What follows belongs to an exercise in optimizing a design on an open flow for small area, a short achievable clock period and few clock cycles per item; a production flow would make more cautious choices. No functional check of the RTL was part of any run shown here. Power and IR drop assume default switching activity.

==> flow/design.v <==
module base58_encoder #(
    parameter int MAX_LEN = 32,
    parameter int K       = 2
) (
    input  logic       i_clk,
    input  logic       i_rst_n,
    input  logic       i_valid,
    output logic       o_stall,
    input  logic [7:0] i_data_byte,
    input  logic       i_last_byte,
    output logic       o_valid,
    input  logic       i_stall,
    output logic [6:0] o_out_char,
    output logic       o_last_char,
    output logic       o_too_long
);
    localparam int ND    = 44;           
    localparam int STEPS = 8 / K;
    logic       r_full;
    logic [7:0] r_byte;
    logic       r_last;
    logic [5:0] f_cnt;       
    logic       f_ovf;       
    logic       f_inlz;      
    logic [5:0] f_lz;        
    logic       f_done;      
    logic [7:0] s_byte;
    logic       s_busy;
    logic [2:0] s_step;
    logic       clr;         
    logic [5:0] d [ND];
    logic       out_mode;
    logic       o_err;
    logic       o_zero;
    logic [5:0] o_lz;
    logic [5:0] o_p;
    logic       r_ov;
    logic [6:0] r_ch;
    logic       r_lc;
    logic       r_er;
    logic       conv;
    logic       s_free;
    logic       take;
    logic       sig_byte;
    logic       ovf_new;
    logic       accept;
    logic       start_out;
    logic       adv;
    assign o_stall = r_full;
    assign accept  = i_valid && !r_full;
    assign conv     = s_busy && !out_mode;
    assign s_free   = !s_busy || (conv && s_step == 3'(STEPS - 1));
    assign take     = r_full && !f_done && s_free;
    assign ovf_new  = f_ovf || (f_cnt == 6'(MAX_LEN));
    assign sig_byte = !ovf_new && !(f_inlz && r_byte == 8'd0);
    assign start_out = !out_mode && f_done && !s_busy;
    assign adv      = !i_stall;
    logic [5:0] dn [ND];
    logic       cy [ND];
    always_comb begin
        for (int i = 0; i < ND; i++) dn[i] = clr ? 6'd0 : d[i];
        for (int l = 0; l < K; l++) begin
            for (int i = 0; i < ND; i++) cy[i] = (dn[i] >= 6'd29);
            for (int i = 0; i < ND; i++) begin
                dn[i] = {dn[i][4:0], (i == 0) ? s_byte[7 - l] : cy[i - 1]}
                      + (cy[i] ? 6'd6 : 6'd0);
            end
        end
    end
    always_ff @(posedge i_clk) begin
        if (conv) begin
            for (int i = 0; i < ND; i++) d[i] <= dn[i];
        end
    end
    logic [5:0] top;
    always_comb begin
        top = '0;
        for (int i = 0; i < ND; i++) if (d[i] != 6'd0) top = 6'(i);
    end
    function automatic logic [6:0] b58_char(input logic [5:0] v);
        if (v < 6'd9)       b58_char = 7'h31 + {1'b0, v};
        else if (v < 6'd17) b58_char = 7'h41 + ({1'b0, v} - 7'd9);
        else if (v < 6'd22) b58_char = 7'h4A + ({1'b0, v} - 7'd17);
        else if (v < 6'd33) b58_char = 7'h50 + ({1'b0, v} - 7'd22);
        else if (v < 6'd44) b58_char = 7'h61 + ({1'b0, v} - 7'd33);
        else                b58_char = 7'h6D + ({1'b0, v} - 7'd44);
    endfunction
    logic [5:0] dsel;
    assign dsel = d[o_p];
    always_ff @(posedge i_clk) begin
        if (!i_rst_n) begin
            r_full   <= 1'b0;
            f_cnt    <= '0;
            f_ovf    <= 1'b0;
            f_inlz   <= 1'b1;
            f_lz     <= '0;
            f_done   <= 1'b0;
            s_busy   <= 1'b0;
            s_step   <= '0;
            clr      <= 1'b1;
            out_mode <= 1'b0;
            r_ov     <= 1'b0;
        end else begin
            if (accept) begin
                r_full <= 1'b1;
            end else if (take) begin
                r_full <= 1'b0;
            end
            if (conv) begin
                clr    <= 1'b0;
                s_step <= s_step + 1'b1;
                if (s_step == 3'(STEPS - 1)) begin
                    s_busy <= 1'b0;
                    s_step <= '0;
                end
            end
            if (take) begin
                if (!f_ovf) f_cnt <= f_cnt + 1'b1;
                f_ovf <= ovf_new;
                if (!ovf_new) begin
                    if (f_inlz && r_byte == 8'd0) f_lz <= f_lz + 1'b1;
                    else f_inlz <= 1'b0;
                end
                if (sig_byte) begin
                    s_busy <= 1'b1;
                    s_step <= '0;
                end
                if (r_last) f_done <= 1'b1;
            end
            if (start_out) begin
                out_mode <= 1'b1;
                f_cnt    <= '0;
                f_ovf    <= 1'b0;
                f_inlz   <= 1'b1;
                f_lz     <= '0;
                f_done   <= 1'b0;
            end
            if (adv) begin
                r_ov <= 1'b0;
                if (out_mode) begin
                    r_ov <= 1'b1;
                    if (o_err) begin
                        out_mode <= 1'b0;
                        clr      <= 1'b1;
                    end else if (o_lz != '0) begin
                        if (o_lz == 6'd1 && o_zero) begin
                            out_mode <= 1'b0;
                            clr      <= 1'b1;
                        end
                    end else begin
                        if (o_p == '0) begin
                            out_mode <= 1'b0;
                            clr      <= 1'b1;
                        end
                    end
                end
            end
        end
    end
    always_ff @(posedge i_clk) begin
        if (accept) begin
            r_byte <= i_data_byte;
            r_last <= i_last_byte;
        end
        if (take && sig_byte) begin
            s_byte <= r_byte;
        end else if (conv) begin
            s_byte <= s_byte << K;
        end
        if (start_out) begin
            o_err  <= f_ovf;
            o_zero <= clr;
            o_lz   <= f_lz;
            o_p    <= top;
        end
        if (adv && out_mode) begin
            if (o_err) begin
                r_ch <= 7'h00;
                r_lc <= 1'b1;
                r_er <= 1'b1;
            end else if (o_lz != '0) begin
                r_ch <= 7'h31;
                r_lc <= (o_lz == 6'd1) && o_zero;
                r_er <= 1'b0;
                o_lz <= o_lz - 1'b1;
            end else begin
                r_ch <= b58_char(dsel);
                r_lc <= (o_p == '0);
                r_er <= 1'b0;
                o_p  <= o_p - 1'b1;
            end
        end
    end
    assign o_valid     = r_ov;
    assign o_out_char  = r_ch;
    assign o_last_char = r_lc;
    assign o_too_long  = r_er;
endmodule
==> flow/run.sh <==
#!/bin/bash
# synth_recipe.tcl (not shown) runs the flow's synth.tcl, then flattens the netlist and writes it again
# the make line also repeats each setting of config.mk as NAME=value (left out here)
make -C /OpenROAD-flow-scripts/flow DESIGN_CONFIG=/design/flow/config.mk WORK_HOME=/design/flow/orfs CLKGATE_MAP_FILE= SYNTH_SCRIPT=/design/flow/synth_recipe.tcl finish
==> flow/config.mk <==
export PLATFORM = sky130hd
export DESIGN_NAME = base58_encoder
export DESIGN_NICKNAME = base58_encoder
export VERILOG_FILES = /design/flow/design.v
export SDC_FILE = /design/flow/constraint.sdc
export NUM_CORES = 4
export LEC_CHECK = 0
export CAP_MARGIN = 20
export CORE_MARGIN = 2
export CORE_UTILIZATION = 40
export PLACE_DENSITY = 0.6
export SLEW_MARGIN = 20
==> flow/constraint.sdc <==
create_clock -name core_clock -period 9.0 [get_ports {i_clk}]
set_input_delay 1.8000 -clock core_clock [delete_from_list [all_inputs] [get_ports {i_clk}]]
set_output_delay 1.8000 -clock core_clock [all_outputs]
set_load 0.01 [all_outputs]
==> flow_summary.ini, run 1 <==
[status]
status = finished clean

[synth]
ys_ff_latch = 327
synth_cells = 2764
yosys-mux-area-fraction_pct = 0.965
async_flop_share_pct = 0
synth_edf_count = 292
synth_top_area_share_pct = 33.8
synth-xor-area-share_pct = 9.39
yosysMostFrequentCell = nor2_1
yosysSeqAreaShare_pct = 36.5
yosys.area.top_type = edfxtp_1
synth_area_leaders = edfxtp_1 34%, ha_1 9.4%, xnor2_1 7.5%, fa_1 6.8%, nor2_1 5.4%
postSynthAreaPerCell_um2 = 9.38
syn_area_mm2 = 0.0259
synth_compound_area_share_pct = 10.4
yosys_warnings = 4
synth_nets = 3059
ys.flop_type = edfxtp_1
yosys.area_share.simple_pct = 21.4
yosys-top-cells-count = 374 x nor2_1, 292 x edfxtp_1, 244 x inv_1
ys_types = 85
synth_fa_ha_area_share_pct = 16.2
synth_top_family_by_area = simple AND/OR/NAND/NOR gates

[clocking]
cts_tree = yes
cts.clk_slew.worst_paths_ns = 0.07
root_buffer = clkbuf_16
h-tree-depth = 2
clk_latency_ns = 0.61
clk_path_buf_depth = 3
clkSinkCount = 327
numCtsBuffers = 41
hold_buffers = 0
cts_resized = 0
cts_setup_buffers = 0

[floorplan]
die_h_um = 259
die_w_um = 259
ioPinCount = 24
initial_utilization_pct = 40.4
die_area_mm2 = 0.0669
core_mm2 = 0.0642
row_count = 93

[placement]
port_buffers = 23
gp_congestion = 1.00
dp_hpwl_um = 65800

[final_layout]
layout-drive-gt1-share_pct = 4.65
nets = 3060
fill_cells = 6154
syn_to_final_growth_pct = 9.86

[worst_setup_path]
cp.arrival_ns = 5.58
endpoint_kind = register
worstPathMaxFanout = 43
worstPathRequired_ns = 9.33
start_kind = register
criticalPathCategory = reg2reg
cp_slowest_cell = a2111oi_0
slowest_delay_ns = 0.48
r2r_slack_ns = 3.75
path_common_cell = ha_1
path_cells = inv_1 -> ha_1 -> buf_4 -> nor2b_1 -> and3_1 -> a2111o_1 -> a2111oi_0 -> nand4_1 -> mux2i_2 -> ha_1 -> or3b_2 -> nor3_1 -> a41oi_1 -> nor4b_1 -> a311o_1 -> a31oi_1

[routing]
vias_per_cell = 5.78
dr.pass1.iters = 5
first_iter_violations = 2056
wl_um = 85300
antenna_left = 0
drc = 0
vias = 21100
post_drt_wl_per_cell_um = 23.4

[power]
total_power_mw = 5.73
leakagePower_nw = 10.6
pwr_density_cell_mw_per_mm2 = 201
peakVddDrop_v = 0.000144

[global_route]
grt_pass1_vias = 20900
grt_first_pass_wirelength_um = 129000
grt_remaining_overflow = 0
antenna_found_initial = 3
grt_start_max_net_pins = 159
grt_util_all_layers_pct = 25.5

[sta]
drv_slew = 0
setup_viol = 0
max_freq_mhz = 191
final.setup_skew_ns = 0.0268
hold_viol_final = 0
slew_headroom_pct = 17.6
fin_crit_sh_pct = 58.3
min_period_ns = 5.25
tns_ns = 0
rsz0062_at_grt = false
tightest_slew_ns = 1.23

[flow_run]
max_cap_viol_count = 0

[hold_path]
hp-class = reg2reg
critical path: cells and delay by family, from the launching register on:
kind | cells | cell delay [ns]
adder cells (fa/ha/maj) | 2 | 0.57
AO/OA/AOI/OAI | 5 | 1.20
flip-flops | 1 | 0.42
buffers and inverters | 2 | 0.41
multiplexers | 1 | 0.47
AND/OR/NAND/NOR | 6 | 1.84
cells in the final DEF, fill, tap and decap left out, drive strengths merged, types with 6 or more instances in the layout:
cell type and instances:
nand4 47, xor2 55, or4 7, fa 88
o21ai 56, a21o 26, a32oi 18, buf 21
edfxtp 292, nor2b 108, a22o 8, dfxtp 35
nand3 122, mux2 13, nor2 374, nor3 36
nor4b 8, a31oi 14, a22oi 12, a32o 6
clkinv 15, nand3b 11, and3 28, a211oi 6
o32ai 21, ha 194, xnor2 223, a2111oi 11
a21oi 144, mux2i 8, inv 250, clkbuf 51
clkdlybuf4s50 23, nand2 185, and2 8, nand2b 113
o211ai 23, nor4 44, o2111ai 12
logic make-up (layout without fill, tap and decap cells):
family,Yosys count,in the layout
AND/OR/NAND/NOR,1118,1118
multiplexers,21,21
XOR/XNOR,278,278
buffers and inverters,333,366
flip-flops,327,327
other,0,1
adder cells (fa/ha/maj),282,282
AO/OA/AOI/OAI,405,405
final timing paths:
check	depth (start not counted)	to	startpoint
worst max register to register	16	r_ch[5]	o_p[0]
worst max-delay path	16	r_ch[5]	o_p[0]
worst min register to register	2	s_step[2]	s_step[2]
worst min-delay path	2	s_step[2]	s_step[2]
state kept, by name (all words and copies together), names as in the netlist:
register / count
s_busy: 1
r_lc: 1
f_lz: 6
f_cnt: 6
clr: 1
o_zero: 1
d: 264
r_full: 1
f_inlz: 1
o_lz: 6
s_step: 3
r_ch: 7
f_ovf: 1
o_p: 6
r_er: 1
r_last: 1
o_err: 1
out_mode: 1
f_done: 1
r_byte: 8
r_ov: 1
s_byte: 8
cell type report:
| type | count | area (um2) | area share (%) |
|---|---|---|---|
| multi-input cells | 2104 | 15100 | 53.1 |
| flip-flops and latches | 327 | 9480 | 33.3 |
| clock buffers | 51 | 1180 | 4.14 |
| well taps | 855 | 1070 | 3.76 |
| inverters | 247 | 937 | 3.29 |
| repair buffers | 44 | 413 | 1.45 |
| clock inverters | 24 | 274 | 0.962 |
| diodes | 1 | 2.50 | 0.00879 |
per-layer routing:
metal	up-vias	part of all wire, %	GRT usage, %
met1	10500	44	34.9
met2	787	44	39.6
met3	165	8.0	5.62
li1	9697	-	-
met4	4	3.7	9.17
met5	-	0.027	0
power by group:
group          total, mW  internal, mW  leakage [nW]  switching (mW)
logic               1.86         0.652          6.87            1.21
registers           2.08          1.85          3.05           0.227
clock network       1.79          1.06         0.711           0.728
through the flow:
step           hold slack, ns  utilization (%)  area [um2]  setup slack, ns  instances
2_1_floorplan           0.400                -       25900             2.63       2764
3_3_place_gp            0.415             42.1       27000             3.95       3577
3_5_place_dp            0.433             42.1       27000             3.86       3577
4_1_cts                 0.444             44.3       28500             3.82       3652
5_1_grt                 0.445             44.3       28500             3.51       3652
6_report                0.438             44.3       28500             3.75       3653
==> inputs of run 2 (changes only) <==
--- a/flow/design.v
+++ b/flow/design.v
@@ -2,3 +2,3 @@
     parameter int MAX_LEN = 32,
-    parameter int K       = 2
+    parameter int K       = 4
 ) (
==> run 2 against run 1 <==
  * Still clean on timing, DRC and antenna
  * Synthesized area rose by 37%
  * Register-to-register slack got worse by 2.2 ns
  * Core utilization fell by 0.72 points
  * Die area rose by 36%
  * Clock skew rose by 0.0079 ns
  * Via count rose by 35%
  * Highest routed layer is now met4
==> flow_summary.ini, run 2 <==
[worst_setup_path]
worstPathRequired_ns = 9.33
criticalPathCategory = reg2reg
endpoint_kind = register
cp.arrival_ns = 7.73
start_kind = register
rr_worst_depth = 24
worstPathMaxFanout = 64
reg2reg_to = d[12][5]
r2r_slack_ns = 1.60
timing.rr.start = clr

[synth]
synth-xor-area-share_pct = 13.3
syn_area_mm2 = 0.0355
synth_top_family_by_area = adder cells
async_flop_share_pct = 0
postSynthAreaPerCell_um2 = 9.02
ys_ff_latch = 327
synth_fa_ha_area_share_pct = 22.9
yosysMostFrequentCell = xnor2_1
yosys_warnings = 4
synth_edf_count = 292
ys_types = 85
yosys.area.top_type = edfxtp_1
synth_area_leaders = edfxtp_1 25%, ha_1 13%, xnor2_1 11%, fa_1 9.9%, inv_1 4.1%
synth_cells = 3938
yosys-top-cells-count = 437 x xnor2_1, 386 x inv_1, 385 x nor2_1
yosysSeqAreaShare_pct = 26.7
yosys.area_share.simple_pct = 19.5
synth_top_area_share_pct = 24.7
synth_compound_area_share_pct = 11.2
ys.flop_type = edfxtp_1
synth_nets = 4496
yosys-mux-area-fraction_pct = 0.821

[sta]
setup_viol = 0
tightest_slew_ns = 1.11
min_period_ns = 7.40
max_freq_mhz = 135
hold_viol_final = 0
fin_crit_sh_pct = 82.2
drv_slew = 0
rsz0062_at_grt = false
final.setup_skew_ns = 0.0347
slew_headroom_pct = 25.0
tns_ns = 0

[power]
swShare_pct = 39.9
pwr-share-seq_pct = 33.1
p_int_mw = 3.92
leakagePower_nw = 15.6
peakVddDrop_v = 0.000166
clockPowerShare_pct = 28.2
total_power_mw = 6.52
p_comb_share_pct = 38.7
pwr_density_cell_mw_per_mm2 = 169
switchingPower_mw = 2.60

[clocking]
numCtsBuffers = 43
clk_latency_ns = 0.61
h-tree-depth = 2
root_buffer = clkbuf_16
clkSinkCount = 327
cts_tree = yes
cts.clk_slew.worst_paths_ns = 0.06
hold_buffers = 0
cts_resized = 0
cts_setup_buffers = 0
clk_path_buf_depth = 3

[hold_path]
hp-start = s_byte[4]
worst_hold_path.endpoint = d[0][0]
hp-class = reg2reg
whs_path_depth = 0

[placement]
dp_hpwl_um = 80500
gp_congestion = 1.00
dpl_cell_area_mm2 = 0.0370
port_buffers = 23

[status]
status = finished clean

[routing]
drc = 0
vias_per_cell = 5.56
antenna_left = 0
wl_um = 102000
vias = 28500
first_iter_violations = 2673
post_drt_wl_per_cell_um = 19.8
dr.pass1.iters = 6

[global_route]
grt_remaining_overflow = 0
grt_pass1_vias = 27100
grt_start_max_net_pins = 123
grt_util_all_layers_pct = 22.2
grt_first_pass_wirelength_um = 159000
antenna_found_initial = 1

[floorplan]
die_h_um = 302
row_count = 109
ioPinCount = 24
core_mm2 = 0.0882
initial_utilization_pct = 40.3
die_area_mm2 = 0.0912
die_w_um = 302

[final_layout]
regMostFlops = d
postLayoutCellArea_mm2 = 0.0385
multiInputGateArea_mm2 = 0.0241
largest_reg_flops = 264
final_util_pct = 43.6
layout-drive-gt1-share_pct = 3.45
reg_top3 = d: 264 flops, r_byte: 8 flops, s_byte: 8 flops
num_antenna_cells = 0
syn_to_final_growth_pct = 8.34
fill_cells = 8537
final_common_cell = xnor2_1
final_cell_mix = 437 x xnor2_1, 385 x inv_1, 385 x nor2_1, 367 x ha_1, 353 x nand2_1
regArea_mm2 = 0.00948
nets = 4490

[flow_run]
max_cap_viol_count = 0
## run 2: area by class of cell
class	count	area share (%)
inverter	387	3.79
clock buffer	57	3.26
multi-input combinational	3122	62.7
sequential	327	24.6
timing repair buffer	51	1.18
clock inverter	22	0.663
tap	1165	3.79
## run 2: critical path: stages (launching register included)
cell	delay, ns
dfxtp_4	0.55
buf_4	0.32
a21oi_1	0.44
ha_1	0.28
inv_1	0.06
fa_1	0.39
xnor2_1	0.26
nand2b_1	0.12
o32ai_1	0.60
ha_1	0.29
inv_1	0.06
fa_1	0.50
o41ai_1	0.92
ha_1	0.31
inv_1	0.06
fa_1	0.40
xnor2_1	0.19
nor2_1	0.10
o211ai_1	0.09
nand2_1	0.18
ha_1	0.19
inv_1	0.06
fa_1	0.39
nor3_1	0.22
xor2_1	0.09
## run 2: cell families after synthesis
| family | Yosys count |
|---|---|
| AO/OA/AOI/OAI | 578 |
| adder cells (fa/ha/maj) | 546 |
| buffers and inverters | 489 |
| AND/OR/NAND/NOR | 1430 |
| XOR/XNOR | 541 |
| multiplexers | 27 |
| flip-flops | 327 |
## run 2: how the worst max path moves through the flow
stage                     start       end  slack, ns  depth (start not counted)
after floorplan             clr  d[41][5]       1.52                         29
after global placement      clr  d[22][3]       1.64                         21
after detailed placement    clr  d[22][3]       1.49                         21
after CTS                   clr  d[22][3]       1.48                         21
after global routing        clr  d[12][5]       0.93                         24
final                       clr  d[12][5]       1.60                         24
## run 2: per-stage QoR
step	hold slack, ns	std cells	setup slack (ns)
after floorplan	0.400	3938	1.52
after global placement	0.413	5052	1.64
after detailed placement	0.416	5052	1.49
after CTS	0.431	5131	1.48
after global routing	0.441	5131	0.926
final	0.426	5131	1.60
## run 2: metal layers
metal / up-vias / wire [um] / global-route usage (%)
met2: 1012 / 43100 / 33.5
met4: 0 / 3740 / 7.64
met3: 211 / 7860 / 3.61
met5: - / 0 / 0
met1: 13600 / 46800 / 32.3
li1: 13700 / - / -
## run 2: power by group through the flow
stage          Clock, mW  Combinational, mW  Sequential, mW
2_1_floorplan          0               1.92            2.06
3_3_place_gp           0               2.47            2.18
3_5_place_dp           0               2.48            2.18
4_1_cts             1.88               2.50            2.15
5_1_grt             1.93               2.80            2.17
6_report            1.84               2.53            2.16

==> separate check: timing with driven ports <==
The results above use ideal ports. As a check the final layouts listed here were re-extracted and re-timed, cells and wires unchanged. Step 1 assumes that a clkbuf_16 drives the clock port and a buf_2 every other input. Step 2 times the ports against the registers' clock, not the clock port: input delays grow and output delays shrink by t, the midpoint of the rising clock arrivals with the driver on. Slacks: ideal / step 1 / step 2; pairs: ideal / step 1.
run	shift t [ns]	setup WS [ns]	hold WS [ns]	worst setup path at the end
run 1	0.657	3.754 / 3.754 / 3.754	0.438 / 0.438 / 0.438	register to register
run 2	0.667	1.599 / 1.599 / 1.599	0.426 / 0.426 / 0.426	register to register
After both steps setup and hold are still met in every run listed.
